Source: an optimization exercise on an open RTL-to-GDS flow (aim: small area, a short achievable clock period and few clock cycles). Production flows keep margins and buffers that such runs may drop. In this exercise RTL edits were held to simulation tests only and were not proved equivalent to the original. Power and IR drop assume default switching activity.

[design.v]
`default_nettype none
package comp_pkg;
   typedef struct packed {
      logic [32-1:0] data;
      logic [4-1:0]  rem;
      logic                  sof_n;
      logic                  eof_n;
      logic                  sop_n;
      logic                  eop_n;
      logic                  src_rdy_n;
   } ll_tx_t;
   typedef struct packed {
      logic [32-1:0] data;
      logic [4-1:0]  rem;
      logic                  sof_n;
      logic                  eof_n;
      logic                  sop_n;
      logic                  eop_n;
      logic                  src_rdy_n;
   } ll_rx_t;
   typedef struct packed {
      logic [10-1:0] abus;
      logic [31:0]        dbus;
      logic               read;
      logic               write;
   } dcr_req_t;
   typedef struct packed {
      logic [3-1:0]    flags;
      logic [32-1:0] src_len;
      logic [10-1:0]    task_index;
   } frame_info_t;
   typedef enum logic [3:0] {
      TX_IDLE    = 4'h0,
      TX_HDR     = 4'h1,
      TX_PAYLOAD = 4'h2,
      TX_TRAILER = 4'h3,
      TX_BUSY    = 4'h4
   } tx_state_e;
   typedef enum logic [3:0] {
      RX_IDLE    = 4'h0,
      RX_PAYLOAD = 4'h1,
      RX_APP1    = 4'h2,
      RX_APP2    = 4'h3,
      RX_APP3    = 4'h4,
      RX_APP4    = 4'h5
   } rx_state_e;
   typedef struct packed {
      tx_state_e          tx_state;
      rx_state_e          rx_state;
      logic [16-1:0]  word_cnt;
      logic [16-1:0]  byte_cnt;
      logic               busy;
   } status_t;
endpackage
`default_nettype wire
`default_nettype none
module payload_fifo (
   input  wire logic                   clk,
   input  wire logic                   rst_n,
   input  wire logic                   push_i,
   input  wire logic [32-1:0]  push_data_i,
   input  wire logic                   pop_i,
   output logic [32-1:0]       pop_data_o
);
   localparam int N = 64 - 1;
   logic [32-1:0] mem [N];
   logic [6-1:0]   wr_ptr;
   logic [N-1:0]          rd_sel;
   always_comb begin
      pop_data_o = '0;
      for (int i = 0; i < N; i++) begin
         pop_data_o = pop_data_o | (mem[i] & {32{rd_sel[i]}});
      end
   end
   always_ff @(posedge clk) begin
      if (push_i) begin
         mem[wr_ptr] <= push_data_i;
      end
   end
   always_ff @(posedge clk) begin
      if (!rst_n) begin
         wr_ptr <= '0;
         rd_sel <= N'(1);
      end else begin
         if (push_i) begin
            wr_ptr <= (wr_ptr == 6'(N - 1)) ? '0 : wr_ptr + 1'b1;
         end
         if (pop_i) begin
            rd_sel <= {rd_sel[N-2:0], rd_sel[N-1]};
         end
      end
   end
endmodule
`default_nettype wire
`default_nettype none
module ll_crc (
   input  wire logic [31:0]            crc_i,
   input  wire logic [32-1:0]  data_i,
   output logic [31:0]                 crc_o
);
   logic [31:0] x;
   assign x = crc_i ^ data_i;
   assign crc_o[0] = ^(x & 32'hf7011641);
   assign crc_o[1] = ^(x & 32'h19033ac3);
   assign crc_o[2] = ^(x & 32'hc50763c7);
   assign crc_o[3] = ^(x & 32'h8a0ec78e);
   assign crc_o[4] = ^(x & 32'he31c995d);
   assign crc_o[5] = ^(x & 32'h313824fb);
   assign crc_o[6] = ^(x & 32'h627049f6);
   assign crc_o[7] = ^(x & 32'h33e185ad);
   assign crc_o[8] = ^(x & 32'h90c21d1b);
   assign crc_o[9] = ^(x & 32'h21843a36);
   assign crc_o[10] = ^(x & 32'hb409622d);
   assign crc_o[11] = ^(x & 32'h9f13d21b);
   assign crc_o[12] = ^(x & 32'hc926b277);
   assign crc_o[13] = ^(x & 32'h924d64ee);
   assign crc_o[14] = ^(x & 32'h249ac9dc);
   assign crc_o[15] = ^(x & 32'h493593b8);
   assign crc_o[16] = ^(x & 32'h656a3131);
   assign crc_o[17] = ^(x & 32'hcad46262);
   assign crc_o[18] = ^(x & 32'h95a8c4c4);
   assign crc_o[19] = ^(x & 32'h2b518988);
   assign crc_o[20] = ^(x & 32'h56a31310);
   assign crc_o[21] = ^(x & 32'had462620);
   assign crc_o[22] = ^(x & 32'had8d5a01);
   assign crc_o[23] = ^(x & 32'hac1ba243);
   assign crc_o[24] = ^(x & 32'h58374486);
   assign crc_o[25] = ^(x & 32'hb06e890c);
   assign crc_o[26] = ^(x & 32'h97dc0459);
   assign crc_o[27] = ^(x & 32'h2fb808b2);
   assign crc_o[28] = ^(x & 32'h5f701164);
   assign crc_o[29] = ^(x & 32'hbee022c8);
   assign crc_o[30] = ^(x & 32'h7dc04590);
   assign crc_o[31] = ^(x & 32'hfb808b20);
endmodule
`default_nettype wire
`default_nettype none
module dcr_regs (
   input  wire logic                   clk,
   input  wire logic                   rst_n,
   input  wire comp_pkg::dcr_req_t     dcr_i,
   input  wire logic [7:0]             status_i,
   input  wire comp_pkg::frame_info_t  info_i,
   input  wire logic [6:0]             word_cnt_i,
   input  wire logic [8:0]             byte_cnt_i,
   output logic [1-1:0]       dcr_ack_o,
   output logic [31:0]                 dcr_rdata_o,
   output logic                        rst_engine_req_o
);
   logic [31:0] rd_mux;
   always_comb begin
      rd_mux = '0;
      case (dcr_i.abus[3:0])
         4'h0: begin
            rd_mux[31:28] = status_i[7:4];
            rd_mux[27:24] = status_i[3:0];
            rd_mux[0]     = |status_i;
         end
         4'h2: begin
            rd_mux[31 -: 3]  = info_i.flags;
            rd_mux[10-1:0]    = info_i.task_index;
         end
         4'h4: rd_mux = {9'b0, word_cnt_i, 7'b0, byte_cnt_i};
         4'h5: rd_mux = info_i.src_len;
         4'he: rd_mux = 32'h0102_0000;
         4'hf: rd_mux = 32'haa55_55aa;
         default: ;
      endcase
   end
   always_ff @(posedge clk) begin
      if (!rst_n) begin
         dcr_ack_o        <= '0;
         rst_engine_req_o <= 1'b0;
      end else begin
         dcr_ack_o        <= {1{dcr_i.read || dcr_i.write}};
         rst_engine_req_o <= dcr_i.write && (dcr_i.abus == '0) && dcr_i.dbus[31];
      end
   end
   always_ff @(posedge clk) begin
      dcr_rdata_o <= rd_mux;
   end
endmodule
`default_nettype wire
`default_nettype none
module comp_unit (
   input  wire logic                clk,
   input  wire logic                rst_n,
   input  wire comp_pkg::ll_tx_t    tx_i,
   input  wire logic                rx_dst_rdy_n_i,
   input  wire comp_pkg::dcr_req_t  dcr_i,
   output logic                     tx_dst_rdy_n_o,
   output comp_pkg::ll_rx_t         rx_o,
   output logic [1-1:0]    dcr_ack_o,
   output logic [31:0]              dcr_rdata_o,
   output logic                     rst_engine_req_o
);
   localparam int HC_W  = $clog2(8);
   localparam int WC_W  = $clog2(64) + 1;
   localparam int BC_W  = WC_W + 2;
   localparam int CAP   = 64 - 1;
   localparam logic [1:0] T_HDR = 2'd0;
   localparam logic [1:0] T_PAY = 2'd1;
   localparam logic [1:0] T_TRL = 2'd2;
   localparam logic [2:0] R_PAY  = 3'd0;
   localparam logic [2:0] R_APP1 = 3'd1;
   localparam logic [2:0] R_APP2 = 3'd2;
   localparam logic [2:0] R_APP3 = 3'd3;
   localparam logic [2:0] R_APP4 = 3'd4;
   logic [1:0]             tst;
   logic [HC_W-1:0]        hcnt;
   logic                   rdy;
   logic                   beat;
   logic [1:0]             tst_n;
   logic [HC_W-1:0]        hcnt_n;
   logic                   push;
   logic                   cap_flags;
   logic                   cap_len;
   logic                   cap_task;
   logic [32-1:0]  masked;
   logic [2:0]             valid_bytes;
   comp_pkg::frame_info_t  t_info;
   logic [31:0]            crc;
   logic [31:0]            crc_nxt;
   logic [WC_W-1:0]        t_wc;
   logic [BC_W-1:0]        t_bc;
   logic                   t_pend;
   comp_pkg::frame_info_t  r_info;
   logic [31:0]            r_crc;
   logic [WC_W-1:0]        r_wc;
   logic [BC_W-1:0]        r_bc;
   logic                   r_mis;
   logic                   r_full;
   logic                   r_load;
   logic [6-1:0]    cnt;
   logic                   pop;
   logic [32-1:0]  head;
   logic [2:0]             ph;
   logic [WC_W-1:0]        rc;
   logic                   ld;
   logic                   avail;
   logic                   known;
   logic [WC_W-1:0]        k_wc;
   logic [1:0]             k_bc;
   logic                   is_last;
   logic [3:0]             last_rem;
   comp_pkg::ll_rx_t       o_nxt;
   assign tx_dst_rdy_n_o = !rdy;
   assign beat           = !tx_i.src_rdy_n && rdy;
   always_comb begin
      masked      = tx_i.data;
      valid_bytes = 3'(4);
      if (!tx_i.eop_n) begin
         for (int i = 0; i < 4; i++) begin
            if (tx_i.rem[i]) begin
               masked[8*i +: 8] = 8'h00;
               valid_bytes      = valid_bytes - 1'b1;
            end
         end
      end
   end
   always_comb begin
      tst_n  = tst;
      hcnt_n = hcnt;
      case (tst)
         T_HDR: begin
            if (beat && (hcnt != '0 || !tx_i.sof_n)) begin
               hcnt_n = hcnt + 1'b1;
               if (hcnt == HC_W'(8 - 1)) tst_n = T_PAY;
            end
         end
         T_PAY: if (beat && !tx_i.eop_n) tst_n = T_TRL;
         T_TRL: if (beat && !tx_i.eof_n) tst_n = T_HDR;
         default: tst_n = T_HDR;
      endcase
   end
   logic t_pend_n;
   assign push      = beat && (tst == T_PAY);
   assign cap_flags = beat && (tst == T_HDR) && (hcnt == HC_W'(4));
   assign cap_len   = beat && (tst == T_HDR) && (hcnt == HC_W'(5));
   assign cap_task  = beat && (tst == T_HDR) && (hcnt == HC_W'(6));
   assign t_pend_n  = (push && !tx_i.eop_n) || (t_pend && r_full);
   always_ff @(posedge clk) begin
      if (!rst_n) begin
         tst       <= T_HDR;
         hcnt      <= '0;
         rdy       <= 1'b0;
         t_pend    <= 1'b0;
      end else begin
         tst       <= tst_n;
         hcnt      <= hcnt_n;
         t_pend    <= t_pend_n;
         if (tst_n == T_PAY) begin
            rdy <= (7'(cnt) + 7'(push)) < 7'(CAP);
         end else if (tst_n == T_HDR && hcnt_n == HC_W'(4)) begin
            rdy <= !t_pend_n;
         end else begin
            rdy <= 1'b1;
         end
      end
   end
   ll_crc ll_crc_i (
      .crc_i  (crc),
      .data_i (masked),
      .crc_o  (crc_nxt)
   );
   always_ff @(posedge clk) begin
      if (cap_flags) t_info.flags      <= tx_i.data[32-1 -: 3];
      if (cap_len)   t_info.src_len    <= tx_i.data;
      if (cap_task)  t_info.task_index <= tx_i.data[10-1:0];
      if (cap_flags) begin
         crc <= 32'hFFFF_FFFF;
      end else if (push) begin
         crc <= crc_nxt;
      end
   end
   always_ff @(posedge clk) begin
      if (!rst_n) begin
         t_wc <= '0;
         t_bc <= '0;
      end else if (cap_flags) begin
         t_wc <= '0;
         t_bc <= '0;
      end else if (push) begin
         t_wc <= t_wc + 1'b1;
         t_bc <= t_bc + BC_W'(valid_bytes);
      end
   end
   assign r_load = t_pend && !r_full;
   always_ff @(posedge clk) begin
      if (r_load) begin
         r_info <= t_info;
         r_crc  <= crc;
         r_wc   <= t_wc;
         r_bc   <= t_bc;
         r_mis  <= (t_info.src_len != 32'(t_bc));
      end
   end
   payload_fifo payload_fifo_i (
      .clk         (clk),
      .rst_n       (rst_n),
      .push_i      (push),
      .push_data_i (masked),
      .pop_i       (pop),
      .pop_data_o  (head)
   );
   always_ff @(posedge clk) begin
      if (!rst_n) begin
         cnt <= '0;
      end else begin
         cnt <= cnt + 6'(push) - 6'(pop);
      end
   end
   assign known    = r_full || t_pend;
   assign k_wc     = r_full ? r_wc : t_wc;
   assign k_bc     = r_full ? r_bc[1:0] : t_bc[1:0];
   assign is_last  = known && (rc + 1'b1 == k_wc);
   assign last_rem = ~({4{1'b1}} << 2'(-k_bc));
   assign ld    = rx_o.src_rdy_n || !rx_dst_rdy_n_i;
   assign avail = (ph == R_PAY) ? (cnt != '0) : r_full;
   assign pop   = ld && (ph == R_PAY) && (cnt != '0);
   always_comb begin
      o_nxt           = '1;
      o_nxt.src_rdy_n = 1'b0;
      o_nxt.rem       = '0;
      case (ph)
         R_APP1: o_nxt.data = {r_info.flags, r_mis,
                               {(32 - 3 - 10 - 2){1'b0}},
                               1'b1, r_crc[10-1:0]};
         R_APP2: o_nxt.data = 32'(r_bc);
         R_APP3: o_nxt.data = {r_crc[31:10], r_info.task_index};
         R_APP4: begin
            o_nxt.data  = r_info.src_len;
            o_nxt.eof_n = 1'b0;
         end
         default: begin
            o_nxt.data  = head;
            o_nxt.sof_n = (rc != '0);
            o_nxt.sop_n = (rc != '0);
            o_nxt.eop_n = !is_last;
            if (is_last) o_nxt.rem = last_rem;
         end
      endcase
   end
   always_ff @(posedge clk) begin
      if (!rst_n) begin
         rx_o.src_rdy_n <= 1'b1;
         ph             <= R_PAY;
         rc             <= '0;
         r_full         <= 1'b0;
      end else begin
         if (ld) begin
            rx_o.src_rdy_n <= !avail;
         end
         if (ld && avail) begin
            case (ph)
               R_PAY: begin
                  rc <= rc + 1'b1;
                  if (is_last) ph <= R_APP1;
               end
               R_APP1: ph <= R_APP2;
               R_APP2: ph <= R_APP3;
               R_APP3: ph <= R_APP4;
               default: begin
                  ph <= R_PAY;
                  rc <= '0;
               end
            endcase
         end
         if (r_load) begin
            r_full <= 1'b1;
         end else if (ld && avail && ph == R_APP4) begin
            r_full <= 1'b0;
         end
      end
   end
   always_ff @(posedge clk) begin
      if (ld && avail) begin
         rx_o.data  <= o_nxt.data;
         rx_o.rem   <= o_nxt.rem;
         rx_o.sof_n <= o_nxt.sof_n;
         rx_o.eof_n <= o_nxt.eof_n;
         rx_o.sop_n <= o_nxt.sop_n;
         rx_o.eop_n <= o_nxt.eop_n;
      end
   end
   logic [7:0] status;
   logic       tx_busy;
   assign tx_busy = (tst != T_HDR) || (hcnt != '0) || t_pend;
   assign status  = {1'b0, tx_busy, tst, !rx_o.src_rdy_n, ph};
   dcr_regs dcr_regs_i (
      .clk              (clk),
      .rst_n            (rst_n),
      .dcr_i            (dcr_i),
      .status_i         (status | {7'b0, r_full || (cnt != '0)}),
      .info_i           (t_info),
      .word_cnt_i       (t_wc),
      .byte_cnt_i       (t_bc),
      .dcr_ack_o        (dcr_ack_o),
      .dcr_rdata_o      (dcr_rdata_o),
      .rst_engine_req_o (rst_engine_req_o)
   );
endmodule
`default_nettype wire
`default_nettype none
module comp_unit_top (
   input  wire logic                    clk,
   input  wire logic                    rst_n,
   input  wire logic [32-1:0]   tx_data_i,
   input  wire logic [4-1:0]    tx_rem_i,
   input  wire logic                    tx_sof_n_i,
   input  wire logic                    tx_eof_n_i,
   input  wire logic                    tx_sop_n_i,
   input  wire logic                    tx_eop_n_i,
   input  wire logic                    tx_src_rdy_n_i,
   output logic                         tx_dst_rdy_n_o,
   output logic [32-1:0]        rx_data_o,
   output logic [4-1:0]         rx_rem_o,
   output logic                         rx_sof_n_o,
   output logic                         rx_eof_n_o,
   output logic                         rx_sop_n_o,
   output logic                         rx_eop_n_o,
   output logic                         rx_src_rdy_n_o,
   input  wire logic                    rx_dst_rdy_n_i,
   input  wire logic [10-1:0]      dcr_abus_i,
   input  wire logic [31:0]             dcr_dbus_i,
   input  wire logic                    dcr_read_i,
   input  wire logic                    dcr_write_i,
   output logic [1-1:0]        dcr_ack_o,
   output logic [31:0]                  dcr_rdata_o,
   output logic                         rst_engine_req_o
);
   comp_pkg::ll_tx_t   tx;
   comp_pkg::ll_rx_t   rx;
   comp_pkg::dcr_req_t dcr;
   assign tx.data      = tx_data_i;
   assign tx.rem       = tx_rem_i;
   assign tx.sof_n     = tx_sof_n_i;
   assign tx.eof_n     = tx_eof_n_i;
   assign tx.sop_n     = tx_sop_n_i;
   assign tx.eop_n     = tx_eop_n_i;
   assign tx.src_rdy_n = tx_src_rdy_n_i;
   assign dcr.abus  = dcr_abus_i;
   assign dcr.dbus  = dcr_dbus_i;
   assign dcr.read  = dcr_read_i;
   assign dcr.write = dcr_write_i;
   assign rx_data_o      = rx.data;
   assign rx_rem_o       = rx.rem;
   assign rx_sof_n_o     = rx.sof_n;
   assign rx_eof_n_o     = rx.eof_n;
   assign rx_sop_n_o     = rx.sop_n;
   assign rx_eop_n_o     = rx.eop_n;
   assign rx_src_rdy_n_o = rx.src_rdy_n;
   comp_unit comp_unit_i (
      .clk              (clk),
      .rst_n            (rst_n),
      .tx_i             (tx),
      .rx_dst_rdy_n_i   (rx_dst_rdy_n_i),
      .dcr_i            (dcr),
      .tx_dst_rdy_n_o   (tx_dst_rdy_n_o),
      .rx_o             (rx),
      .dcr_ack_o        (dcr_ack_o),
      .dcr_rdata_o      (dcr_rdata_o),
      .rst_engine_req_o (rst_engine_req_o)
   );
endmodule
`default_nettype wire
[run.sh]
#!/bin/bash
# synth_recipe.tcl (not shown) runs the flow's synth.tcl, then flattens the netlist and writes it again
# the make line also repeats each setting of config.mk as NAME=value (left out here)
make -C /OpenROAD-flow-scripts/flow DESIGN_CONFIG=/design/flow/config.mk WORK_HOME=/design/flow/orfs CLKGATE_MAP_FILE= SYNTH_SCRIPT=/design/flow/synth_recipe.tcl finish
[config.mk]
export PLATFORM = sky130hd
export DESIGN_NAME = comp_unit_top
export DESIGN_NICKNAME = comp_unit_top
export VERILOG_FILES = /design/flow/design.v
export SDC_FILE = /design/flow/constraint.sdc
export NUM_CORES = 4
export LEC_CHECK = 0
export CAP_MARGIN = 20
export CORE_MARGIN = 2
export CORE_UTILIZATION = 40
export CTS_CLUSTER_DIAMETER = 60
export CTS_CLUSTER_SIZE = 20
export SETUP_SLACK_MARGIN = 3.5
export SLEW_MARGIN = 20
[constraint.sdc]
create_clock -name core_clock -period 6.0 [get_ports {clk}]
set_input_delay 1.2000 -clock core_clock [delete_from_list [all_inputs] [get_ports {clk}]]
set_output_delay 1.2000 -clock core_clock [all_outputs]
set_load 0.01 [all_outputs]
==> results.cfg, run 1 <==
[placed_design]
place_inst = 8218
dp_slack_ns = 1.37
io_buffers = 130
hpwl_um = 216000
gp_congestion = 0.897

[synthesis]
yosysWarnings = 3
syn_inst = 5202
synthesis.area_mm2 = 0.0895
synth_nets = 5325
synth-simple-area-share = 0.0427
synth_cell_type_count = 72
synth_compound_area_frac = 0.116
synth-main-ff-cell = edfxtp_1
ys_ff_latch = 2369
muxShareOfSynthArea = 0.00101
synth_fa_ha_area_frac = 0.00515
async_flop_share = 0
synth-edff-count = 2193
synth-xor-area-share = 0.0426
synth.avg_cell_area_um2 = 17.2
ys_seq_area_frac = 0.775
synth_top_family_by_area = compound AO/OA/AOI/OAI gates

[sta]
tns_ns = 0
rsz0062_at_grt = yes
skew_ns = 0.0539
slew_violations = 0
hold_viol_final = 0
finalCritPeriodShare = 0.478
setup_viol = 0
relSlewSlack = 0.282
max_clock_freq_mhz = 349
tightest_slew_ns = 1.07
fin_crit_ns = 2.87
timing.final.ws_setup_ns = 3.13

[min_path]
holdPathStages = 0
hold_end = comp_unit_i.r_info[8]
hold_class = register to register
min_from = comp_unit_i.t_info[8]

[die]
rows = 173
die-area_mm2 = 0.228
fp.dieH_um = 477
start_util = 0.403
io_pins = 164
die_x_um = 477
core_mm2 = 0.222

[global_routing]
grt_pass1_vias = 54200
grt_usage = 0.326
overflow = 0
grt_max_degree = 93
grt_pass1_wl_um = 499000
antenna_found_initial = 19

[detailed_routing]
num_vias = 59900
avgRoutedWirePerCell_um = 43.7
drc = 0
avgViaCountPerCell = 6.81
drt_iter0_drc = 12000
antenna_left = 0
drtPass1Iterations = 8
routed_wl_um = 384000

[clocking]
clk_pin_slew_ns = 0.08
clkLatencyLatePin_ns = 0.87
cts.sinks = 2369
cts_max_level = 4
cts_tree = done
cts-buffers-inserted = 150
root_buffer = clkbuf_16
clockBufferDepth = 3
hold_buffers = 0

[status]
status = complete, no violations

[cells_and_area]
final_common_cell = edfxtp_1
drive_above_1_share = 0.235
fin_nets = 5837
layout_common_cells = 2193 x edfxtp_1, 393 x a22o_1, 374 x buf_4
area_growth_pct = 19.6
stdcell_count = 8803

[setup_path]
rrSetupSlack_ns = 3.17
crit_arrival_ns = 3.55
r2r-end = comp_unit_i.rx_o[20]
r2r-start = comp_unit_i.payload_fifo_i.rd_sel[2]
startpoint_type = input port
critical_path.max_fanout = 3
r2r_cells = 7
critPathRequiredTime_ns = 6.68
path_class = input port to register
endpoint_kind = register

[pwr]
p_per_area_mw_per_mm2 = 353
p_leak_nw = 33.4
vdd_drop_max_mv = 0.367

[run]
drv_cap = 0
[repair_timing]
| item | in CTS | in global routing |
|---|---|---|
| endpoints found under the setup margin | 4365 | 908 |
| buffers inserted | 218 | 83 |
| resized for setup | 897 | 181 |
| pin swaps | 142 | 87 |
| gates cloned | 13 | 5 |
[through the flow]
step	hold slack (ns)	total power, W	cell area, um2	util
finish	0.460	0.0378	107000	0.481
global route	0.476	0.0387	107000	0.481
CTS	0.462	0.0372	105000	0.474
detailed placement	0.438	0.0261	96300	0.433
global placement	0.440	0.0261	96300	0.433
floorplan	0.403	0.0238	89700	-
[synth_stat cells (11+ instances only)]
cell	instances	share of area
a22oi_1	214	0.018
or3_1	11	0.00077
clkbuf_1	309	0.013
buf_1	32	0.0013
inv_1	37	0.0016
nand2_1	190	0.0080
xor2_1	80	0.0078
xnor2_2	20	0.0036
o22ai_1	15	0.0010
dfxtp_1	176	0.039
o21ai_1	11	0.00062
nand4_1	137	0.0096
a211oi_1	11	0.00092
a221oi_1	407	0.040
nor4_1	41	0.0029
ha_1	32	0.0045
a21boi_0	69	0.0058
o21ai_0	45	0.0025
a22o_1	395	0.039
edfxtp_1	2193	0.74
nor2_1	148	0.0062
nor3_1	35	0.0020
xnor3_1	25	0.0063
xnor2_1	235	0.023
a222oi_1	32	0.0036
and2_1	45	0.0031
a21oi_1	55	0.0031
nor2b_1	30	0.0021
nand3_1	55	0.0031
[layer usage]
| metal | part of all wire | wire [um] | global-route usage | vias up |
|---|---|---|---|---|
| met2 | 0.42 | 162000 | 0.475 | 6038 |
| met1 | 0.33 | 128000 | 0.428 | 30300 |
| met3 | 0.16 | 61500 | 0.0929 | 1437 |
| met5 | 0.00025 | 97 | 0.00231 | - |
| met4 | 0.084 | 32200 | 0.211 | 6 |
| li1 | - | - | - | 22100 |
[critical path: stages]
cell and delay, ns:
buf_12 0.08, inv_4 0.03, fa_2 0.62, ha_4 0.15, a21oi_2 0.05, or3_4 0.40, ha_4 0.25, buf_6 0.11
buf_6 0.11, a21oi_4 0.13, nor2_4 0.06, nand3_1 0.12, xor2_1 0.17, nor2_1 0.06
[sequential cells by signal, indices dropped and copies added, names as in the netlist, 9 cells and up]
| name | cells |
|---|---|
| comp_unit_i.crc | 32 |
| comp_unit_i.dcr_regs_i.dcr_rdata_o | 32 |
| comp_unit_i.payload_fifo_i.mem | 2016 |
| comp_unit_i.payload_fifo_i.rd_sel | 63 |
| comp_unit_i.r_bc | 9 |
| comp_unit_i.r_crc | 32 |
| comp_unit_i.r_info | 45 |
| comp_unit_i.rx_o | 39 |
| comp_unit_i.t_bc | 9 |
| comp_unit_i.t_info | 45 |
[logic make-up after synthesis]
| group | after synthesis |
|---|---|
| and+or+nand+nor | 747 |
| DFF | 2369 |
| AOI/OAI and AO/OA | 1278 |
| xor gates and xnor gates | 367 |
| muxes | 9 |
| buffers and inverters | 396 |
| other | 1 |
| adders and majority gates | 35 |
[worst max path at each step]
stage                              start                               endpoint  slack (ns)  depth (start not counted)
final                        tx_rem_i[0]                    comp_unit_i.t_bc[5]        3.13                         14
after global routing         tx_rem_i[0]                    comp_unit_i.t_bc[6]        3.07                         14
after CTS                    tx_rem_i[0]                    comp_unit_i.t_bc[6]        3.19                         13
after detailed placement     tx_rem_i[2]                    comp_unit_i.t_bc[6]        1.37                         13
after global placement       tx_rem_i[2]                    comp_unit_i.t_bc[6]        1.32                         13
after floorplan           tx_src_rdy_n_i  comp_unit_i.payload_fifo_i.mem[48][0]        2.19                          7
[area by class of cell]
class,count,area (um2)
fill,18500,115000
sequential,2369,69600
multi-input combinational,2441,21100
timing repair buffer,712,7690
clock buffer,201,4100
tap,2975,3720
clock inverter,47,582
inverter,40,189
antenna,18,45.0
[report_power, final]
| part | switching (W) | leakage, nW | internal [W] |
|---|---|---|---|
| combinational | 0.00434 | 11.0 | 0.00383 |
| clock | 0.00570 | 2.27 | 0.00517 |
| sequential | 0.000389 | 20.2 | 0.0184 |
| total | 0.0104 | 33.4 | 0.0274 |
Testbench counts, summed over its fixed seeds: cycles 11,063.
==> run 2, diff against run 1 <==
--- a/config.mk
+++ b/config.mk
@@ -11,4 +11,4 @@
 export CTS_CLUSTER_DIAMETER = 60
 export CTS_CLUSTER_SIZE = 20
-export SETUP_SLACK_MARGIN = 3.5
+export SETUP_SLACK_MARGIN = 3.15
 export SLEW_MARGIN = 20
==> run 2 against run 1 <==
Sequential cell count unchanged. Still clean on timing, DRC and antenna. Critical endpoint is now comp_unit_i.rx_o[20]. Critical path depth fell by 8. Total power shrank 2.6%. Largest cell class unchanged. Via count down 2.6%. Clock-buffer cell count down 12. Final cell count fell by 2.6%. Design area decreased by 3.6%. Highest routed layer unchanged. Clock skew down 0.018 ns. Maximum frequency down 8.8%. Critical path type is now register to register.
==> results.cfg, run 2 <==
[pwr]
p_per_area_mw_per_mm2 = 357
power_frac_seq = 0.509
p_int_w = 0.0266
p_comb_frac = 0.201
vdd_drop_max_mv = 0.328
switchingPower_w = 0.0102
p_leak_nw = 31.7
power.share.clock = 0.289
power_switching_share = 0.278

[sta]
finalCritPeriodShare = 0.524
hold_viol_final = 0
timing.final.ws_setup_ns = 2.86
tightest_slew_ns = 1.18
rsz0062_at_grt = yes
setup_viol = 0
tns_ns = 0
skew_ns = 0.0360
fin_crit_ns = 3.14
relSlewSlack = 0.213
max_clock_freq_mhz = 318
slew_violations = 0

[die]
fp.dieH_um = 477
start_util = 0.403
io_pins = 164
core_mm2 = 0.222
die_x_um = 477
rows = 173
die-area_mm2 = 0.228

[placed_design]
gp_congestion = 0.898
dp_slack_ns = 1.27
hpwl_um = 207000
io_buffers = 130

[detailed_routing]
drc = 0
avgViaCountPerCell = 6.81
num_vias = 58400
routed_wl_um = 371000
drtPass1Iterations = 8
antenna_left = 0
avgRoutedWirePerCell_um = 43.3
drt_iter0_drc = 11700

[global_routing]
grt_pass1_vias = 53400
overflow = 0
grt_pass1_wl_um = 487000
antenna_found_initial = 17
grt_usage = 0.317
grt_max_degree = 65

[cells_and_area]
multi_input_area_mm2 = 0.0200
layout_common_cells = 2193 x edfxtp_1, 395 x a22o_1, 392 x a221oi_1
drive_above_1_share = 0.161
largest_reg_flops = 2016
top_regs = comp_unit_i.payload_fifo_i.mem: 2016 flops, comp_unit_i.payload_fifo_i.rd_sel: 63 flops
fin_nets = 5612
regMostFlops = comp_unit_i.payload_fifo_i.mem
register_area_mm2 = 0.0695
fillCellCount = 18800
area_growth_pct = 15.3
final_common_cell = edfxtp_1

[synthesis]
synth_cell_type_count = 72
synth.avg_cell_area_um2 = 17.2
yosysTopAreaCell = edfxtp_1
synth-main-ff-cell = edfxtp_1
synth_top_area_frac = 0.736
post-synth-top-count-cell = edfxtp_1
ys_ff_latch = 2369
synth_area_leaders = edfxtp_1 74%, a221oi_1 4.0%, dfxtp_1 3.9%
synth_commonest_cells = 2193 x edfxtp_1, 407 x a221oi_1, 395 x a22o_1
synth_nets = 5325
ys_seq_area_frac = 0.775
yosysWarnings = 3
synth-edff-count = 2193
async_flop_share = 0
syn_inst = 5202
synthesis.area_mm2 = 0.0895

[setup_path]
r2r_cells = 6
crit_arrival_ns = 3.66
critical_path.max_fanout = 24
endpoint_kind = register
startpoint_type = register
path_class = register to register
r2r-end = comp_unit_i.rx_o[20]
r2r-start = comp_unit_i.payload_fifo_i.rd_sel[18]
rrSetupSlack_ns = 2.86
critPathRequiredTime_ns = 6.51

[min_path]
hold_end = comp_unit_i.r_info[42]
holdPathStages = 0
hold_class = register to register
min_from = comp_unit_i.t_info[42]

[clocking]
cts-buffers-inserted = 150
cts_max_level = 4
clkLatencyLatePin_ns = 0.87
cts_tree = done
root_buffer = clkbuf_16
cts.sinks = 2369
clockBufferDepth = 3
hold_buffers = 0
clk_pin_slew_ns = 0.08

[run]
drv_cap = 0

[status]
status = complete, no violations
[run 2: how the worst max path moves through the flow]
stage,from,end,slack (ns),cells after the start
after global routing,tx_rem_i[0],comp_unit_i.t_bc[6],2.93,15
after global placement,tx_rem_i[2],comp_unit_i.t_bc[6],1.24,13
after detailed placement,tx_rem_i[2],comp_unit_i.t_bc[6],1.27,13
after floorplan,tx_src_rdy_n_i,comp_unit_i.payload_fifo_i.mem[48][0],2.19,7
final,comp_unit_i.payload_fifo_i.rd_sel[18],comp_unit_i.rx_o[20],2.86,6
after CTS,comp_unit_i.payload_fifo_i.rd_sel[32],comp_unit_i.rx_o[20],2.71,6
[run 2: layout make-up]
type,instances,share of cell area
Clock inverter,60,0.00586
Inverter,40,0.00177
Antenna cell,11,0.000267
Tap cell,2975,0.0361
Multi-Input combinational cell,2439,0.194
Sequential cell,2369,0.674
Clock buffer,189,0.0388
Timing Repair Buffer,489,0.0489
[run 2: power groups by stage]
stage	clock (W)	combinational, W	sequential, W
after CTS	0.0106	0.00711	0.0187
after floorplan	0	0.00480	0.0190
after global routing	0.0112	0.00775	0.0188
final	0.0107	0.00741	0.0187
after global placement	0	0.00699	0.0191
after detailed placement	0	0.00698	0.0191
[run 2: worst max-delay path, cell delays in order, from the launching register on]
cell	delay, ns
dfxtp_2	0.47
buf_6	0.35
a22o_1	0.28
a221oi_1	0.29
nand4_1	0.27
nor4_4	0.80
o21ai_2	0.30
[run 2: stage by stage]
| stage | cells | cell area (um2) | total power, W | util | hold WS (ns) |
|---|---|---|---|---|---|
| 2_1_floorplan | 5202 | 89700 | 0.0238 | - | 0.403 |
| 4_1_cts | 8517 | 102000 | 0.0365 | 0.460 | 0.454 |
| 6_report | 8572 | 103000 | 0.0368 | 0.464 | 0.458 |
| 3_5_place_dp | 8203 | 96300 | 0.0261 | 0.433 | 0.436 |
| 5_1_grt | 8562 | 103000 | 0.0377 | 0.464 | 0.474 |
| 3_3_place_gp | 8202 | 96300 | 0.0261 | 0.433 | 0.439 |
[run 2: metal layers]
metal	track usage	vias up	part of all wire
met4	0.189	16	0.076
li1	-	21600	-
met2	0.465	5458	0.43
met5	0	-	0.00066
met3	0.0794	1226	0.15
met1	0.427	30000	0.35
[run 2: repair_timing]
action | in CTS | in global routing
resized for setup | 262 | 124
endpoints found under the hold margin | 0 | 0
buffers inserted | 62 | 40
setup endpoints to repair | 2034 | 205
gates cloned | 3 | 4
pin swaps | 43 | 34
[run 2: logic make-up after synthesis]
| group | share of synthesized area |
|---|---|
| buf+inv | 0.0171 |
| xor+xnor | 0.0426 |
| flops | 0.775 |
| compound gates | 0.116 |
| other cells | 0.0000419 |
| simple gates | 0.0427 |
| mux | 0.00101 |
| fa+ha+maj | 0.00515 |
==> run 3, diff against run 2 <==
--- a/design.v
+++ b/design.v
@@ -61,32 +61,50 @@
    input  wire logic [32-1:0]  push_data_i,
    input  wire logic                   pop_i,
-   output logic [32-1:0]       pop_data_o
+   output logic [32-1:0]       pop_data_o,
+   output logic                        valid_o,
+   output logic [6-1:0]         count_o
 );
-   localparam int N = 64 - 1;
+   localparam int N = 64 - 2;
    logic [32-1:0] mem [N];
    logic [6-1:0]   wr_ptr;
    logic [N-1:0]          rd_sel;
+   logic [6-1:0]   fill;
+   logic [32-1:0] rd_data;
+   logic                  refill;
    always_comb begin
-      pop_data_o = '0;
+      rd_data = '0;
       for (int i = 0; i < N; i++) begin
-         pop_data_o = pop_data_o | (mem[i] & {32{rd_sel[i]}});
+         rd_data = rd_data | (mem[i] & {32{rd_sel[i]}});
       end
    end
+   assign refill  = (fill != '0) && (!valid_o || pop_i);
+   assign count_o = fill + 6'(valid_o);
    always_ff @(posedge clk) begin
       if (push_i) begin
          mem[wr_ptr] <= push_data_i;
       end
+      if (refill) begin
+         pop_data_o <= rd_data;
+      end
    end
    always_ff @(posedge clk) begin
       if (!rst_n) begin
-         wr_ptr <= '0;
-         rd_sel <= N'(1);
+         wr_ptr  <= '0;
+         rd_sel  <= N'(1);
+         fill    <= '0;
+         valid_o <= 1'b0;
       end else begin
          if (push_i) begin
             wr_ptr <= (wr_ptr == 6'(N - 1)) ? '0 : wr_ptr + 1'b1;
          end
-         if (pop_i) begin
+         if (refill) begin
             rd_sel <= {rd_sel[N-2:0], rd_sel[N-1]};
          end
+         fill <= fill + 6'(push_i) - 6'(refill);
+         if (refill) begin
+            valid_o <= 1'b1;
+         end else if (pop_i) begin
+            valid_o <= 1'b0;
+         end
       end
    end
@@ -218,9 +236,10 @@
    logic                   cap_task;
    logic [32-1:0]  masked;
-   logic [2:0]             valid_bytes;
+   logic [1:0]             pad;
    comp_pkg::frame_info_t  t_info;
    logic [31:0]            crc;
    logic [31:0]            crc_nxt;
    logic [WC_W-1:0]        t_wc;
+   logic [1:0]             t_pad;
    logic [BC_W-1:0]        t_bc;
    logic                   t_pend;
@@ -228,4 +247,5 @@
    logic [31:0]            r_crc;
    logic [WC_W-1:0]        r_wc;
+   logic [1:0]             r_pad;
    logic [BC_W-1:0]        r_bc;
    logic                   r_mis;
@@ -241,5 +261,5 @@
    logic                   known;
    logic [WC_W-1:0]        k_wc;
-   logic [1:0]             k_bc;
+   logic [1:0]             k_pad;
    logic                   is_last;
    logic [3:0]             last_rem;
@@ -248,15 +268,12 @@
    assign beat           = !tx_i.src_rdy_n && rdy;
    always_comb begin
-      masked      = tx_i.data;
-      valid_bytes = 3'(4);
+      masked = tx_i.data;
       if (!tx_i.eop_n) begin
          for (int i = 0; i < 4; i++) begin
-            if (tx_i.rem[i]) begin
-               masked[8*i +: 8] = 8'h00;
-               valid_bytes      = valid_bytes - 1'b1;
-            end
+            if (tx_i.rem[i]) masked[8*i +: 8] = 8'h00;
          end
       end
    end
+   assign pad = {tx_i.rem[1], tx_i.rem[0] ^ tx_i.rem[1] ^ tx_i.rem[2]};
    always_comb begin
       tst_n  = tst;
@@ -314,14 +331,15 @@
       end
    end
+   assign t_bc = {t_wc, 2'b00} - BC_W'(t_pad);
    always_ff @(posedge clk) begin
       if (!rst_n) begin
-         t_wc <= '0;
-         t_bc <= '0;
+         t_wc  <= '0;
+         t_pad <= '0;
       end else if (cap_flags) begin
-         t_wc <= '0;
-         t_bc <= '0;
+         t_wc  <= '0;
+         t_pad <= '0;
       end else if (push) begin
-         t_wc <= t_wc + 1'b1;
-         t_bc <= t_bc + BC_W'(valid_bytes);
+         t_wc  <= t_wc + 1'b1;
+         if (!tx_i.eop_n) t_pad <= pad;
       end
    end
@@ -332,8 +350,9 @@
          r_crc  <= crc;
          r_wc   <= t_wc;
-         r_bc   <= t_bc;
+         r_pad  <= t_pad;
          r_mis  <= (t_info.src_len != 32'(t_bc));
       end
    end
+   logic head_v;
    payload_fifo payload_fifo_i (
       .clk         (clk),
@@ -342,21 +361,17 @@
       .push_data_i (masked),
       .pop_i       (pop),
-      .pop_data_o  (head)
+      .pop_data_o  (head),
+      .valid_o     (head_v),
+      .count_o     (cnt)
    );
-   always_ff @(posedge clk) begin
-      if (!rst_n) begin
-         cnt <= '0;
-      end else begin
-         cnt <= cnt + 6'(push) - 6'(pop);
-      end
-   end
    assign known    = r_full || t_pend;
    assign k_wc     = r_full ? r_wc : t_wc;
-   assign k_bc     = r_full ? r_bc[1:0] : t_bc[1:0];
+   assign k_pad    = r_full ? r_pad : t_pad;
    assign is_last  = known && (rc + 1'b1 == k_wc);
-   assign last_rem = ~({4{1'b1}} << 2'(-k_bc));
+   assign last_rem = ~({4{1'b1}} << k_pad);
+   assign r_bc     = {r_wc, 2'b00} - BC_W'(r_pad);
    assign ld    = rx_o.src_rdy_n || !rx_dst_rdy_n_i;
-   assign avail = (ph == R_PAY) ? (cnt != '0) : r_full;
-   assign pop   = ld && (ph == R_PAY) && (cnt != '0);
+   assign avail = (ph == R_PAY) ? head_v : r_full;
+   assign pop   = ld && (ph == R_PAY) && head_v;
    always_comb begin
       o_nxt           = '1;
@@ -414,14 +429,15 @@
       end
    end
+   localparam int OW = 32 + 4 + 4;
+   logic [OW-1:0] o_word;
+   logic [OW-1:0] o_out;
+   logic [OW-1:0] o_keep;
+   assign o_word = {o_nxt.data, o_nxt.rem, o_nxt.sof_n, o_nxt.eof_n,
+                    o_nxt.sop_n, o_nxt.eop_n};
    always_ff @(posedge clk) begin
-      if (ld && avail) begin
-         rx_o.data  <= o_nxt.data;
-         rx_o.rem   <= o_nxt.rem;
-         rx_o.sof_n <= o_nxt.sof_n;
-         rx_o.eof_n <= o_nxt.eof_n;
-         rx_o.sop_n <= o_nxt.sop_n;
-         rx_o.eop_n <= o_nxt.eop_n;
-      end
+      o_out  <= (ld && avail) ? o_word : o_keep;
+      o_keep <= (ld && avail) ? o_word : o_out;
    end
+   assign {rx_o.data, rx_o.rem, rx_o.sof_n, rx_o.eof_n, rx_o.sop_n, rx_o.eop_n} = o_out;
    logic [7:0] status;
    logic       tx_busy;
--- a/config.mk
+++ b/config.mk
@@ -11,4 +11,4 @@
 export CTS_CLUSTER_DIAMETER = 60
 export CTS_CLUSTER_SIZE = 20
-export SETUP_SLACK_MARGIN = 3.15
+export SETUP_SLACK_MARGIN = 3.5
 export SLEW_MARGIN = 20
==> run 3 against run 2 <==
Sequential cell count grew 28. Area after synthesis up 1.1%. First-iteration DRC count rose by 12%. Highest routed layer unchanged. Global-route usage increased by 2.2 points. Non-clock buffer count rose by 159. Synthesized cell count up 3.3%. Core utilization increased by 1.7 points. Sequential share of layout area down 2.8 points. Setup slack gained 0.55 ns. Register-to-register slack better by 0.55 ns. Total power grew 7.5%.
==> results.cfg, run 3 <==
[die]
die-area_mm2 = 0.230
rows = 174
start_util = 0.402
die_x_um = 479
core_mm2 = 0.225
io_pins = 164
fp.dieH_um = 479

[detailed_routing]
avgViaCountPerCell = 6.93
antenna_left = 0
num_vias = 62400
drc = 0
avgRoutedWirePerCell_um = 44.7
routed_wl_um = 402000
drtPass1Iterations = 6
drt_iter0_drc = 13200

[pwr]
p_leak_nw = 33.7
p_total_w = 0.0396
power_switching_share = 0.290
switchingPower_w = 0.0115
vdd_drop_max_mv = 0.365
p_per_area_mw_per_mm2 = 366
power_frac_seq = 0.492
p_comb_frac = 0.215
p_int_w = 0.0281
power.share.clock = 0.293

[cells_and_area]
top_regs = comp_unit_i.payload_fifo_i.mem: 1984 flops, comp_unit_i.payload_fifo_i.rd_sel: 62 flops
final_common_cell = edfxtp_1
layout_common_cells = 2148 x edfxtp_1, 504 x a22o_1, 431 x a221oi_1
stdcell_area_mm2 = 0.108
area_growth_pct = 19.6
drive_above_1_share = 0.227
largest_reg_flops = 1984
regMostFlops = comp_unit_i.payload_fifo_i.mem
fin_nets = 5991

[setup_path]
slowest_stage = or4_4
path_delay_family = simple AND/OR/NAND/NOR gates
endpoint_kind = register
crit_arrival_ns = 3.14
worstPathCellList = buf_12 > a22o_1 > a221oi_1 > nand4_1 > or4_4
startpoint_type = register
rrSetupSlack_ns = 3.41
cpPeakStageDelay_ns = 0.66
critPathRequiredTime_ns = 6.55
r2r_cells = 5
critical_path.max_fanout = 18
r2r-start = comp_unit_i.payload_fifo_i.rd_sel[1]
crit_buf_inv = 1
cp.depth = 5
path_class = register to register
r2r-end = comp_unit_i.payload_fifo_i.pop_data_o[15]

[placed_design]
hpwl_um = 210000
io_buffers = 131
gp_congestion = 0.911
post_dp_cell_area_mm2 = 0.0973

[sta]
tightest_slew_ns = 0.986
max_clock_freq_mhz = 386
rsz0062_at_grt = yes
relSlewSlack = 0.343
setup_viol = 0
tns_ns = 0
skew_ns = 0.0531
fin_crit_ns = 2.59
hold_viol_final = 0
slew_violations = 0
finalCritPeriodShare = 0.432

[min_path]
min_from = comp_unit_i.o_keep[15]
hold_class = register to register
hold_end = comp_unit_i.o_out[15]
holdPathStages = 2

[synthesis]
synth_commonest_cells = 2148 x edfxtp_1, 504 x a22o_1, 482 x a221oi_1
syn_inst = 5374
synth_area_leaders = edfxtp_1 71%, dfxtp_1 5.5%, a22o_1 4.9%
ys_seq_area_frac = 0.768
synth-main-ff-cell = edfxtp_1
synth_nets = 5491
post-synth-top-count-cell = edfxtp_1
synth_cell_type_count = 71
yosysTopAreaCell = edfxtp_1
synth_top_area_frac = 0.713
synth-edff-count = 2148
ys_ff_latch = 2397
yosysWarnings = 3
async_flop_share = 0
synth.avg_cell_area_um2 = 16.8
synthesis.area_mm2 = 0.0904

[clocking]
cts_tree = done
clockBufferDepth = 3
root_buffer = clkbuf_16
cts-buffers-inserted = 155
cts.sinks = 2397
hold_buffers = 0
clk_pin_slew_ns = 0.08
cts_max_level = 4
clkLatencyLatePin_ns = 0.87

[global_routing]
grt_max_degree = 70
grt_pass1_vias = 55900
grt_pass1_wl_um = 522000
antenna_found_initial = 46
overflow = 0
grt_usage = 0.340

[run]
drv_cap = 0

[status]
status = complete, no violations
run 3: final cells by class:
type	instances	area [um2]
fill	18700	117000
sequential	2397	69800
multi-input combinational	2631	21800
timing repair buffer	648	7390
clock buffer	198	4160
tap	2992	3740
clock inverter	67	967
inverter	35	175
antenna	29	72.6
timing repair inverter	6	50.0
run 3: per-layer routing:
layer / wire length [um] / GRT usage / up-vias / share of wire
met4: 31200 / 0.198 / 41 / 0.077
met2: 166000 / 0.486 / 6508 / 0.41
met3: 70200 / 0.134 / 1612 / 0.17
met5: 441 / 0.00621 / - / 0.0011
met1: 135000 / 0.437 / 31500 / 0.34
li1: - / - / 22700 / -
run 3: kinds of logic after synthesis:
logic type               Yosys count  synth area share
AND/OR/NAND/NOR                  809            0.0438
buffers and inverters            391            0.0167
flip-flops                      2397             0.768
adder cells (fa/ha/maj)           30           0.00421
multiplexers                      39           0.00439
XOR/XNOR                         371            0.0413
AO/OA/AOI/OAI                   1337             0.121
run 3: tightest hold or removal path: stages (launching register included):
cell and delay (ns):
dfxtp_1 0.30, nand2_1 0.05, nand2_1 0.04
run 3: through the flow:
step           setup slack, ns  hold slack [ns]  std cells   util
2_1_floorplan             2.77            0.399       5374      -
3_3_place_gp              1.38            0.406       8351  0.432
3_5_place_dp              1.34            0.414       8353  0.433
4_1_cts                   3.37            0.426       8899  0.474
5_1_grt                   3.39            0.440       8976  0.480
6_report                  3.41            0.423       9003  0.481
run 3: power by group through the flow:
stage	combinational, W	sequential [W]	clock, W
final	0.00851	0.0195	0.0116
after CTS	0.00792	0.0195	0.0115
after global placement	0.00711	0.0198	0
after floorplan	0.00509	0.0194	0
after detailed placement	0.00710	0.0198	0
after global routing	0.00889	0.0195	0.0121
run 3: timing repair:
action | in CTS | in global routing
gates cloned | 58 | 6
endpoints found under the hold margin | 0 | 0
buffers inserted | 223 | 69
setup endpoints to repair | 3666 | 552
pin swaps | 105 | 53
resized for setup | 858 | 173
run 3: worst max path at each step:
stage / endpoint / start
after floorplan: comp_unit_i.payload_fifo_i.fill[4] / rx_dst_rdy_n_i
after global placement: comp_unit_i.crc[4] / tx_eop_n_i
after detailed placement: comp_unit_i.crc[8] / tx_eop_n_i
after CTS: tx_dst_rdy_n_o / comp_unit_i.rdy
after global routing: comp_unit_i.payload_fifo_i.fill[4] / comp_unit_i.payload_fifo_i.fill[2]
final: comp_unit_i.payload_fifo_i.pop_data_o[15] / comp_unit_i.payload_fifo_i.rd_sel[1]
Testbench counts of run 3, summed over its fixed seeds: cycles 11,075.
==> run 4, diff against run 3 <==
--- a/design.v
+++ b/design.v
@@ -265,5 +265,5 @@
    logic [3:0]             last_rem;
    comp_pkg::ll_rx_t       o_nxt;
-   assign tx_dst_rdy_n_o = !rdy;
+   assign rdy            = !tx_dst_rdy_n_o;
    assign beat           = !tx_i.src_rdy_n && rdy;
    always_comb begin
@@ -301,5 +301,5 @@
          tst       <= T_HDR;
          hcnt      <= '0;
-         rdy       <= 1'b0;
+         tx_dst_rdy_n_o <= 1'b1;
          t_pend    <= 1'b0;
       end else begin
@@ -308,9 +308,9 @@
          t_pend    <= t_pend_n;
          if (tst_n == T_PAY) begin
-            rdy <= (7'(cnt) + 7'(push)) < 7'(CAP);
+            tx_dst_rdy_n_o <= (7'(cnt) + 7'(push)) >= 7'(CAP);
          end else if (tst_n == T_HDR && hcnt_n == HC_W'(4)) begin
-            rdy <= !t_pend_n;
+            tx_dst_rdy_n_o <= t_pend_n;
          end else begin
-            rdy <= 1'b1;
+            tx_dst_rdy_n_o <= 1'b0;
          end
       end
--- a/config.mk
+++ b/config.mk
@@ -9,6 +9,6 @@
 export CORE_MARGIN = 2
 export CORE_UTILIZATION = 40
-export CTS_CLUSTER_DIAMETER = 60
-export CTS_CLUSTER_SIZE = 20
+export CTS_CLUSTER_DIAMETER = 80
+export CTS_CLUSTER_SIZE = 30
 export SETUP_SLACK_MARGIN = 3.5
 export SLEW_MARGIN = 20
==> run 4 against run 3 <==
Still clean. Clock skew up 0.028 ns. Sequential share of layout area down 0.81 points. Clock power down 14%. Die area up 0.62%. Hold slack worse by 0.0051 ns. Maximum frequency down 5.4%. Sequential cell count unchanged. Final cell count up 1.1%. Setup slack worse by 0.15 ns. First-iteration DRC count up 1.6%.
==> results.cfg, run 4 <==
[sta]
skew_ns = 0.0806
setup_viol = 0
slew_violations = 0
relSlewSlack = 0.398
tns_ns = 0
rsz0062_at_grt = yes
finalCritPeriodShare = 0.456
fin_crit_ns = 2.74
hold_viol_final = 0
tightest_slew_ns = 0.903
max_clock_freq_mhz = 365

[die]
die-area_mm2 = 0.231
start_util = 0.401
core_mm2 = 0.227
rows = 175
io_pins = 164
fp.dieH_um = 481
die_x_um = 481

[clocking]
clockBufferDepth = 3
root_buffer = clkbuf_16
clkLatencyLatePin_ns = 0.86
clk_pin_slew_ns = 0.11
cts-buffers-inserted = 113
cts_tree = done
cts.sinks = 2397
cts_max_level = 3

[placed_design]
io_buffers = 131
gp_congestion = 0.932
post_dp_cell_area_mm2 = 0.0981
place_inst = 8405
hpwl_um = 215000

[synthesis]
synth_nets = 5514
ys_ff_latch = 2397
synth.avg_cell_area_um2 = 16.9
yosysTopAreaCell = edfxtp_1
synth_top_area_frac = 0.709
post-synth-top-count-cell = edfxtp_1
ys_seq_area_frac = 0.764
synth-main-ff-cell = edfxtp_1
synthesis.area_mm2 = 0.0910
yosysWarnings = 3
synth_area_leaders = edfxtp_1 71%, dfxtp_1 5.5%, a22o_1 4.9%
syn_inst = 5397
synth-edff-count = 2148
synth_cell_type_count = 83
synth_commonest_cells = 2148 x edfxtp_1, 504 x a22o_1, 480 x a221oi_1
async_flop_share = 0

[global_routing]
grt_usage = 0.333
grt_pass1_vias = 55300
grt_pass1_wl_um = 514000
grt_max_degree = 68
overflow = 0
antenna_found_initial = 45

[setup_path]
endpoint_kind = register
crit_arrival_ns = 3.23
critPathRequiredTime_ns = 6.49
worstPathCellList = buf_8 > nor3_4 > buf_12 > nand2_8 > buf_4 > buf_6 > nor2_4 > buf_12 > nand3_4 > buf_4 > nor2_4 > buf_4
path_delay_family = buffers and inverters
path_class = input port to register
cp.depth = 12
startpoint_type = input port
crit_top_cell = buf_4
rrSetupSlack_ns = 3.29
r2r_cells = 11
r2r-start = comp_unit_i.tst[1]
slowest_stage = buf_4
r2r-end = comp_unit_i.payload_fifo_i.mem[11][10]
cpPeakStageDelay_ns = 0.40
critical_path.max_fanout = 12
crit_buf_inv = 7

[detailed_routing]
antenna_left = 0
drtPass1Iterations = 9
drt_iter0_drc = 13400
num_vias = 63000
routed_wl_um = 407000
avgRoutedWirePerCell_um = 44.7
drc = 0
avgViaCountPerCell = 6.92

[pwr]
switchingPower_w = 0.0112
power.share.clock = 0.262
p_leak_nw = 34.5
power_frac_seq = 0.507
p_comb_frac = 0.231
p_per_area_mw_per_mm2 = 349
p_int_w = 0.0271
vdd_drop_max_mv = 0.297
power_switching_share = 0.292

[status]
status = complete, no violations

[min_path]
min_from = comp_unit_i.o_keep[5]
holdPathStages = 2
hold_class = register to register
hold_end = comp_unit_i.o_out[5]

[cells_and_area]
drive_above_1_share = 0.250
fillCellCount = 18800
top_regs = comp_unit_i.payload_fifo_i.mem: 1984 flops, comp_unit_i.payload_fifo_i.rd_sel: 62 flops
stdcell_area_mm2 = 0.110
layout_common_cells = 2148 x edfxtp_1, 504 x a22o_1, 428 x a221oi_1
regMostFlops = comp_unit_i.payload_fifo_i.mem
area_growth_pct = 20.4
final_core_util = 0.483
stdcell_count = 9106
final_common_cell = edfxtp_1
fin_nets = 6077
largest_reg_flops = 1984

[run]
drv_cap = 0
==> run 4: cell count changes after synthesis, moves of 13 or more <==
cell,change
a21oi_1,-19
nand2_1,+18
nor2_1,+16
xnor3_1,+28
xnor2_1,-37
o211ai_1,+16
nand3_1,-13
xnor2_2,+14
xor2_1,-16
==> run 4: final cells by class <==
type | count | area (um2) | area share
repair inverters | 4 | 31.3 | 0.000286
repair buffers | 761 | 8950 | 0.0817
inverters | 34 | 164 | 0.00150
diodes | 44 | 110 | 0.00101
well taps | 3009 | 3760 | 0.0344
flip-flops and latches | 2397 | 69800 | 0.637
clock inverters | 73 | 1100 | 0.0100
multi-input cells | 2649 | 22600 | 0.206
clock buffers | 135 | 3010 | 0.0274
==> run 4: power groups by stage <==
stage,registers [W],logic (W),clock network [W]
floorplan,0.0194,0.00528,0
global placement,0.0198,0.00728,0
detailed placement,0.0198,0.00729,0
CTS,0.0194,0.00823,0.00993
global route,0.0195,0.00920,0.0105
finish,0.0194,0.00884,0.0100
==> run 4: how the worst max path moves through the flow <==
stage	startpoint	end	slack (ns)
2_1_floorplan	rx_dst_rdy_n_i	comp_unit_i.payload_fifo_i.fill[4]	2.73
5_1_grt	tx_src_rdy_n_i	comp_unit_i.tx_dst_rdy_n_o	3.25
3_5_place_dp	tx_src_rdy_n_i	comp_unit_i.payload_fifo_i.mem[7][6]	1.20
4_1_cts	tx_src_rdy_n_i	comp_unit_i.tx_dst_rdy_n_o	3.32
6_report	tx_src_rdy_n_i	comp_unit_i.payload_fifo_i.mem[11][10]	3.26
3_3_place_gp	tx_src_rdy_n_i	comp_unit_i.tx_dst_rdy_n_o	1.01
==> run 4: what timing repair did <==
| action | CTS | global route |
|---|---|---|
| buffers inserted | 274 | 85 |
| hold buffers | 0 | 0 |
| setup endpoints to repair | 4220 | 736 |
| resized for setup | 932 | 273 |
| pin swaps | 113 | 79 |
| cloned | 53 | 37 |
==> run 4: routing by layer <==
metal | vias up | track usage | part of all wire
met3 | 1597 | 0.123 | 0.18
met5 | - | 0.00994 | 0.0013
met4 | 37 | 0.190 | 0.079
met1 | 31700 | 0.432 | 0.33
met2 | 6675 | 0.478 | 0.41
li1 | 23000 | - | -
==> run 4: cells by family (layout without fill, tap and decap cells) <==
group,count (synthesis),after routing,share of synthesized area
flip-flops,2397,2397,0.764
AO/OA/AOI/OAI,1335,1335,0.121
AND/OR/NAND/NOR,849,892,0.0458
buffers and inverters,394,1007,0.0168
XOR/XNOR,357,357,0.0444
multiplexers,35,35,0.00401
adder cells (fa/ha/maj),30,30,0.00418
other,0,44,0
==> run 4: worst reg2reg max path, delay by kind of cell (launching register included) <==
family	cells	cell delay, ns
buffers and inverters	6	1.24
DFF	1	0.37
and+or+nand+nor	5	0.74
==> run 4: through the flow <==
step                      power, W  setup WS [ns]  hold WS [ns]
after detailed placement    0.0271           1.20         0.404
after CTS                   0.0376           3.32         0.420
final                       0.0383           3.26         0.418
after global routing        0.0391           3.25         0.441
after global placement      0.0270           1.01         0.407
after floorplan             0.0247           2.73         0.392
Testbench counts of run 4, summed over its fixed seeds: cycles 11,075.
==> run 5, diff against run 4 <==
--- a/design.v
+++ b/design.v
@@ -81,5 +81,5 @@
    assign count_o = fill + 6'(valid_o);
    always_ff @(posedge clk) begin
-      if (push_i) begin
+      if (fill != 6'(N)) begin
          mem[wr_ptr] <= push_data_i;
       end
@@ -308,5 +308,5 @@
          t_pend    <= t_pend_n;
          if (tst_n == T_PAY) begin
-            tx_dst_rdy_n_o <= (7'(cnt) + 7'(push)) >= 7'(CAP);
+            tx_dst_rdy_n_o <= push ? (cnt >= 6'(CAP - 1)) : (cnt >= 6'(CAP));
          end else if (tst_n == T_HDR && hcnt_n == HC_W'(4)) begin
             tx_dst_rdy_n_o <= t_pend_n;
--- a/config.mk
+++ b/config.mk
@@ -9,6 +9,6 @@
 export CORE_MARGIN = 2
 export CORE_UTILIZATION = 40
-export CTS_CLUSTER_DIAMETER = 80
-export CTS_CLUSTER_SIZE = 30
+export CTS_CLUSTER_DIAMETER = 60
+export CTS_CLUSTER_SIZE = 20
 export SETUP_SLACK_MARGIN = 3.5
 export SLEW_MARGIN = 20
==> run 5 against run 4 <==
Still clean on timing, DRC and antenna. Maximum frequency increased by 3.7%. Global-route usage rose by 0.96 points. Routed wire length increased by 0.16%. Clock power rose by 12%. Critical path depth decreased by 8. Core utilization down 0.23 points. Sequential power about the same. Non-clock buffer count fell by 81. Sequential cell count did not move. Via count is essentially flat. Combinational power shrank 5.2%. Critical path type is now register to register. Largest cell class unchanged. Highest routed layer unchanged.
==> results.cfg, run 5 <==
[sta]
setup_viol = 0
relSlewSlack = 0.367
slew_violations = 0
tns_ns = 0
fin_crit_ns = 2.64
skew_ns = 0.0661
finalCritPeriodShare = 0.440
tightest_slew_ns = 0.950
hold_viol_final = 0
max_clock_freq_mhz = 379
rsz0062_at_grt = yes

[setup_path]
rrSetupSlack_ns = 3.36
r2r-start = comp_unit_i.payload_fifo_i.rd_sel[40]
worstPathCellList = buf_12 > a221oi_1 > nand4_1 > or4_4
crit_arrival_ns = 3.20
r2r-end = comp_unit_i.payload_fifo_i.pop_data_o[23]
cpPeakStageDelay_ns = 0.78
path_class = register to register
r2r_cells = 4
critical_path.max_fanout = 25
critPathRequiredTime_ns = 6.56
slowest_stage = or4_4
endpoint_kind = register
startpoint_type = register

[die]
die_x_um = 479
rows = 174
die-area_mm2 = 0.230
fp.dieH_um = 479
io_pins = 164
core_mm2 = 0.225
start_util = 0.402

[global_routing]
grt_usage = 0.342
grt_max_degree = 80
overflow = 0
grt_pass1_wl_um = 523000
antenna_found_initial = 42
grt_pass1_vias = 55600

[placed_design]
gp_congestion = 0.930
io_buffers = 131
post_dp_cell_area_mm2 = 0.0971
hpwl_um = 213000

[synthesis]
yosysTopAreaCell = edfxtp_1
synth_top_family_by_area = compound AO/OA/AOI/OAI gates
synth-main-ff-cell = edfxtp_1
synth-edff-count = 2148
synth.avg_cell_area_um2 = 16.8
post-synth-top-count-cell = edfxtp_1
syn_inst = 5388
ys_seq_area_frac = 0.769
muxShareOfSynthArea = 0.00460
synth_nets = 5504
synth_area_leaders = edfxtp_1 71%, dfxtp_1 5.5%, a22o_1 4.9%
synth-xor-area-share = 0.0428
synth_cell_type_count = 67
synth_compound_area_frac = 0.118
synth_fa_ha_area_frac = 0.00407
yosysWarnings = 3
async_flop_share = 0
synth_commonest_cells = 2148 x edfxtp_1, 502 x a22o_1, 481 x a221oi_1
synthesis.area_mm2 = 0.0904
synth-simple-area-share = 0.0445
synth_top_area_frac = 0.714
ys_ff_latch = 2397

[min_path]
hold_class = register to register
holdPathStages = 2
hold_end = comp_unit_i.o_out[5]
min_from = comp_unit_i.o_keep[5]

[detailed_routing]
drtPass1Iterations = 8
antenna_left = 0
drc = 0
avgViaCountPerCell = 6.99
drt_iter0_drc = 13900
routed_wl_um = 408000
avgRoutedWirePerCell_um = 45.3
num_vias = 63000

[clocking]
cts.sinks = 2397
clkLatencyLatePin_ns = 0.88
root_buffer = clkbuf_16
hold_buffers = 0
cts_tree = done
clk_pin_slew_ns = 0.09
clockBufferDepth = 3
cts-buffers-inserted = 154
cts_max_level = 4

[cells_and_area]
largest_reg_flops = 1984
drive_above_1_share = 0.229
regMostFlops = comp_unit_i.payload_fifo_i.mem
layout_common_cells = 2148 x edfxtp_1, 502 x a22o_1, 441 x a221oi_1
final_core_util = 0.481
stdcell_area_mm2 = 0.108
top_regs = comp_unit_i.payload_fifo_i.mem: 1984 flops, comp_unit_i.payload_fifo_i.rd_sel: 62 flops
fin_nets = 6022
area_growth_pct = 19.5
final_common_cell = edfxtp_1

[pwr]
vdd_drop_max_mv = 0.317
p_leak_nw = 35.7
p_per_area_mw_per_mm2 = 362
p_total_w = 0.0391

[run]
drv_cap = 0

[status]
status = complete, no violations
## run 5: layout make-up
| class | count | area [um2] |
|---|---|---|
| Timing Repair Buffer | 680 | 7610 |
| Antenna cell | 28 | 70.1 |
| Tap cell | 2992 | 3740 |
| Clock buffer | 191 | 4090 |
| Sequential cell | 2397 | 69800 |
| Clock inverter | 55 | 754 |
| Multi-Input combinational cell | 2639 | 21700 |
| Fill cell | 18700 | 117000 |
| Inverter | 31 | 141 |
| Timing Repair inverter | 3 | 26.3 |
## run 5: worst max-delay path: cells and delay by family (launching register included)
kind            cells  cell delay (ns)
compound gates      1             0.38
buf+inv             1             0.33
flops               1             0.49
simple gates        2             1.10
## run 5: where the power goes
group	leakage [nW]	internal, W	switching [W]
Clock	2.37	0.00537	0.00586
Combinational	11.4	0.00400	0.00437
Sequential	22.0	0.0188	0.000687
Total	35.7	0.0282	0.0109
## run 5: cell families (layout without fill, tap and decap cells)
group / after synthesis / after routing
compound gates: 1317 / 1317
xor+xnor: 361 / 361
fa+ha+maj: 29 / 29
buf+inv: 402 / 960
flops: 2397 / 2397
mux: 40 / 40
other cells: 0 / 28
simple gates: 842 / 892
## run 5: worst max-delay path by stage
stage                                          startpoint                                         to  slack (ns)
global placement                               tx_eop_n_i                        comp_unit_i.crc[11]        1.51
global route                            comp_unit_i.ph[1]         comp_unit_i.payload_fifo_i.fill[4]        3.37
CTS                                            tx_eop_n_i                        comp_unit_i.crc[11]        3.43
floorplan                                  rx_dst_rdy_n_i         comp_unit_i.payload_fifo_i.fill[4]        2.79
detailed placement                             tx_eop_n_i                        comp_unit_i.crc[11]        1.47
finish              comp_unit_i.payload_fifo_i.rd_sel[40]  comp_unit_i.payload_fifo_i.pop_data_o[23]        3.36
## run 5: stage by stage
| stage | instances | hold WS [ns] | worst slack (ns) |
|---|---|---|---|
| after floorplan | 5388 | 0.399 | 2.79 |
| after global placement | 8337 | 0.408 | 1.51 |
| after detailed placement | 8351 | 0.413 | 1.47 |
| after CTS | 8906 | 0.423 | 3.43 |
| after global routing | 8991 | 0.444 | 3.37 |
| final | 9016 | 0.420 | 3.36 |
## run 5: routing by layer
metal	vias to the layer above	routed length [um]	track usage
li1	22800	-	-
met3	1644	75800	0.159
met2	6781	164000	0.476
met4	40	32500	0.200
met5	-	361	0
met1	31800	135000	0.436
## run 5: timing repair
action / in CTS / in global routing
pin swaps: 112 / 47
gates resized for setup: 958 / 170
cloned: 57 / 10
buffers inserted: 252 / 71
setup endpoints to repair: 3356 / 815
Testbench counts of run 5, summed over its fixed seeds: cycles 11,075.

-- separate check: timing with driven ports --
The results above use ideal ports. As a check the final layouts listed here were re-extracted and re-timed, cells and wires unchanged. Step 1, drivers: a clkbuf_16 drives clk and a buf_2 each remaining input, both assumed. Step 2, shift: input delay + t, output delay - t, t = (earliest + latest rising clock arrival at the registers) / 2. This alone moves slack from input paths to output paths. Slacks: no drivers / after step 1 / after step 2; pairs: no drivers / after step 1.
run | shift t [ns] | setup slack, ns | hold slack, ns | slew at the worst register clock pin (ns) | worst data-port slew with drivers (ns)
run 1 | 0.945 | 3.133 / 3.146 / 2.222 | 0.460 / 0.460 / 0.460 | 0.09 / 0.09 | 0.11
run 2 | 0.940 | 2.857 / 2.857 / 2.175 | 0.458 / 0.458 / 0.458 | 0.09 / 0.09 | 0.14
run 3 | 0.938 | 3.409 / 3.348 / 2.525 | 0.423 / 0.423 / 0.423 | 0.09 / 0.09 | 0.18
run 4 | 0.916 | 3.261 / 3.286 / 2.392 | 0.418 / 0.418 / 0.418 | 0.12 / 0.12 | 0.08
run 5 | 0.944 | 3.360 / 3.336 / 2.525 | 0.420 / 0.420 / 0.420 | 0.09 / 0.09 | 0.09
After both steps setup and hold are still met in every run listed. For run 1, which loses most, drivers alone change the setup slack by +0.013 ns; drivers and shift together by -0.911 ns.
